This is an optimization exercise on Yosys and OpenROAD, whose aim is small area, not a production implementation.
The RTL was checked by simulation tests, not by an equivalence proof against the original design.
Power is estimated from default activity; no workload was simulated. The clock port is modelled as an ideal driver; clocking choices that lean on that would not hold on a real chip.

Setup of run 1:
// triangle_assembler
module triangle_assembler #(
    parameter int DEPTH     = 4,
    parameter int AF_MARGIN = 2
) (
    input  logic                clk_i,
    input  logic                rst_ni,
    input  logic                data_in_i,
    input  logic [11:0]         triangle_index_in_i,
    input  logic signed [17:0]  u_i,
    input  logic signed [17:0]  v_i,
    input  logic signed [17:0]  n_i,
    input  logic                clear_status_i,
    output logic                tri_valid_o,
    input  logic                tri_ready_i,
    output logic [11:0]         tri_index_o,
    output logic [2:0][17:0]    tri_u_o,
    output logic [2:0][17:0]    tri_v_o,
    output logic [2:0][17:0]    tri_n_o,
    output logic [9:0]          bbox_min_x_o,
    output logic [9:0]          bbox_max_x_o,
    output logic [9:0]          bbox_min_y_o,
    output logic [9:0]          bbox_max_y_o,
    output logic                almost_full_o,
    output logic                seq_error_o,
    output logic                overflow_o,
    output logic [15:0]         culled_count_o
);
clock: 6.0 ns
lec_check: 0
cap_margin: 0
core_margin: 2
core_utilization: 65
slew_margin: 0
standard.sh (not shown) runs the stock make flow with config.mk's settings and CLKGATE_MAP_FILE= SYNTH_SCRIPT=/design/flow/synth_recipe.tcl, a recipe that flattens the netlist after the stock synthesis.
==> flow/flow/run.sh <==
#!/bin/bash
# Standard ORFS layout (the standard.sh, standard synthesis unchanged) with
# area settings: port buffers of the smallest buffer cell, and a clock tree
# without dummy balancing loads, with up to 30 flip-flops per leaf buffer. Each tool's output goes to its own log here.
set -euo pipefail
export BUFFER_PORTS_ARGS="-buffer_cell sky130_fd_sc_hd__buf_1"
export CTS_ARGS="-sink_clustering_enable -repair_clock_nets -dont_use_dummy_load -sink_clustering_size 18 -sink_clustering_max_diameter 60 -buf_list sky130_fd_sc_hd__clkbuf_8"
bash standard.sh > flow_orfs.log 2>&1
Run 1 completed end to end with timing, DRC and antenna clean.
Here is what was changed in the inputs of run 2 compared with run 1.
Settings: CORE_UTILIZATION changed from 65 to 75.
--- a/flow/flow/run.sh
+++ b/flow/flow/run.sh
@@ -7 +7 @@
-export CTS_ARGS="-sink_clustering_enable -repair_clock_nets -dont_use_dummy_load -sink_clustering_size 18 -sink_clustering_max_diameter 60 -buf_list sky130_fd_sc_hd__clkbuf_8"
+export CTS_ARGS="-sink_clustering_enable -repair_clock_nets -dont_use_dummy_load -sink_clustering_size 30 -sink_clustering_max_diameter 80"
==> results.txt <==
Every run in the comparison, run 1 and run 2, completed the flow with a clean layout.
Run 2 ended up with fewer standard cells than run 1.
Diff run 1..run 2 | number of remaining DRC errors | unchanged
Of run 1 and run 2, the lower minimum setup slack in the final design belongs to run 1.
Count of clock-buffer cells in the layout (run 2 / run 1): 0.62
Changes in run 3 relative to run 2:
Settings: changing CORE_UTILIZATION from 75 to 65.
==> comparison <==
- Every run (run 2 and run 3) finished clean.
- Taking run 2 as the reference, in run 3 area fraction in and, or, nand and nor cells after synthesis barely changed; time the worst path needs with I/O delays and setup saw an increase; worst supply voltage drop on vdd stayed essentially flat.
- Worst setup slack: run 3 vs run 2 down 0.084 ns
- Taking run 2 as the reference, in run 3 final non-filler cell area barely changed; sequential share of layout area barely changed; net switching power barely changed.
- Of run 3 and run 2, it is run 3 that has the lower sequential share of power.
- Comparing run 2 and run 3, count of clock buffers in the final design is lower on run 2.
- In terms of combinational fraction of design power, run 3 and run 2 differ only marginally.
- Wire length reported by the detailed router, run 2 and run 3, higher one = run 3.
Here is what was changed in the inputs of run 4 compared with run 3.
==> flow/flow/run.sh <==
#!/bin/bash
# Standard ORFS layout (the standard.sh, standard synthesis unchanged) with
# area settings: port buffers of the smallest buffer cell, and a clock tree
# without dummy balancing loads, with clkbuf_8 buffers and up to 18 flip-flops per leaf buffer. Each tool's output goes to its own log here.
set -euo pipefail
export BUFFER_PORTS_ARGS="-buffer_cell sky130_fd_sc_hd__buf_1"
export CTS_ARGS="-sink_clustering_enable -repair_clock_nets -dont_use_dummy_load -sink_clustering_size 18 -sink_clustering_max_diameter 60 -buf_list sky130_fd_sc_hd__clkbuf_8"
bash standard.sh > flow_orfs.log 2>&1
--- outcome ---
- Compared with run 3, in run 4 count of antenna diodes in the layout lower, critical path data arrival time higher, cell area reported after detailed placement roughly the same, met1 usage lower.
- Re total global routing track utilization: run 3 was lower than run 4.
- Run 4 vs run 3 — portion of the clock cycle consumed by the worst path in the final layout rose 2.4 points.
- Run 4 finished every stage and its layout cleared the timing, design-rule and antenna checks.
- [compare] base=run 3 new=run 4: met2 global-route usage now sits higher, count of clock-buffer cells in the layout higher, relative contribution of the clock network to total power went down 1.3 points.

triangle_assembler, a different RTL version from the one above (not shown whole).
Size: about 310 I/O pins, roughly 35000 um^2 of cells after synthesis.
clock: 6.0 ns
lec_check: 0
cap_margin: 20
core_margin: 2
core_utilization: 45
cts_buf_list: sky130_fd_sc_hd__clkbuf_4
cts_cluster_size: 20
slew_margin: 20
run.sh (not shown) runs the stock make flow with config.mk's settings and CLKGATE_MAP_FILE= SYNTH_SCRIPT=/design/flow/synth_recipe.tcl, a recipe that flattens the netlist after the stock synthesis.
Stock flow here: none of the scripts above is used.
The starting point finished but failed the layout checks on setup timing.
Change:
CTS_BUF_LIST = unset   (was sky130_fd_sc_hd__clkbuf_4)
CTS_CLUSTER_SIZE = unset   (was 20)
What happened: With this change the flow ran to the end with no violations; via count shrinks by a few percent; die area is unchanged; core utilization is lower by 1.6 points; routed wire length shrinks by a few percent; maximum frequency rises by a few percent.

Another version of the RTL of triangle_assembler (not shown whole).
For scale: roughly 2100 cells after synthesis, about 950 flip-flops, ~310 I/O pins, roughly 35000 um^2 of cells after synthesis.
export LEC_CHECK = 0
export CAP_MARGIN = 20
export CORE_MARGIN = 2
export CORE_UTILIZATION = 45
export SLEW_MARGIN = 20
create_clock -name core_clock -period 6.0 [get_ports {clk_i}]
standard.sh (not shown) runs the stock make flow with config.mk's settings and CLKGATE_MAP_FILE= SYNTH_SCRIPT=/design/flow/synth_recipe.tcl, a recipe that flattens the netlist after the stock synthesis.
==> flow/flow/run.sh <==
#!/bin/bash
# Standard ORFS layout (the standard.sh, standard synthesis unchanged) with
# two area settings: port buffers of the smallest buffer cell, and a clock tree
# without dummy balancing loads. Each tool's output goes to its own log here.
set -euo pipefail
export BUFFER_PORTS_ARGS="-buffer_cell sky130_fd_sc_hd__buf_1"
export CTS_ARGS="-sink_clustering_enable -repair_clock_nets -dont_use_dummy_load"
bash standard.sh > flow_orfs.log 2>&1
Change:
==> flow/run.sh (new file) <==
#!/bin/bash
# synth_recipe.tcl (not shown) runs the flow's synth.tcl, then flattens the netlist and writes it again
# the make line also repeats each setting of config.mk as NAME=value (left out here)
make -C /OpenROAD-flow-scripts/flow DESIGN_CONFIG=/design/flow/config.mk WORK_HOME=/design/flow/orfs CLKGATE_MAP_FILE= SYNTH_SCRIPT=/design/flow/synth_recipe.tcl finish
removed: flow/flow/run.sh
removed: flow/standard.sh
Wire length went up by 1.1%.
Count of clock-buffer cells in the layout climbs by 25.
Power rises by 11%.
First-iteration DRC count falls by 9.1%.
Worst setup slack got worse by 0.65 ns.
Register-to-register slack improves by 0.07 ns.

afterwards: timing with drivers on the ports:
No port has a modelled driver above. Below, the same layouts with a new extraction and two added sets of constraints. Step 1 assumes that a clkbuf_16 drives the clock port and a buf_2 every other input. Step 2, shift: input delay + t, output delay - t, t = (earliest + latest rising clock arrival at the registers) / 2. This alone moves slack from input paths to output paths. Slacks: no drivers / after step 1 / after step 2; pairs: no drivers / after step 1.
run	t (ns)	slack for setup (ns)	worst hold slack (ns)
run 1	0.744	0.565 / 0.504 / 1.248	0.349 / 0.349 / 0.349
run 2	0.617	0.794 / 0.734 / 1.351	0.346 / 0.346 / 0.346
run 3	0.641	0.710 / 0.648 / 1.289	0.347 / 0.347 / 0.347
run 4	0.744	0.565 / 0.504 / 1.248	0.349 / 0.349 / 0.349
the first run of note 2	1.111	-0.095 / -0.161 / 0.949	0.318 / 0.318 / 0.318
the second run of note 2	0.705	0.080 / 0.015 / 0.720	0.332 / 0.332 / 0.332
the first run of note 3	0.666	0.799 / 0.735 / 1.401	0.294 / 0.294 / 0.294
the second run of note 3	0.697	0.145 / 0.080 / 0.777	0.330 / 0.330 / 0.330
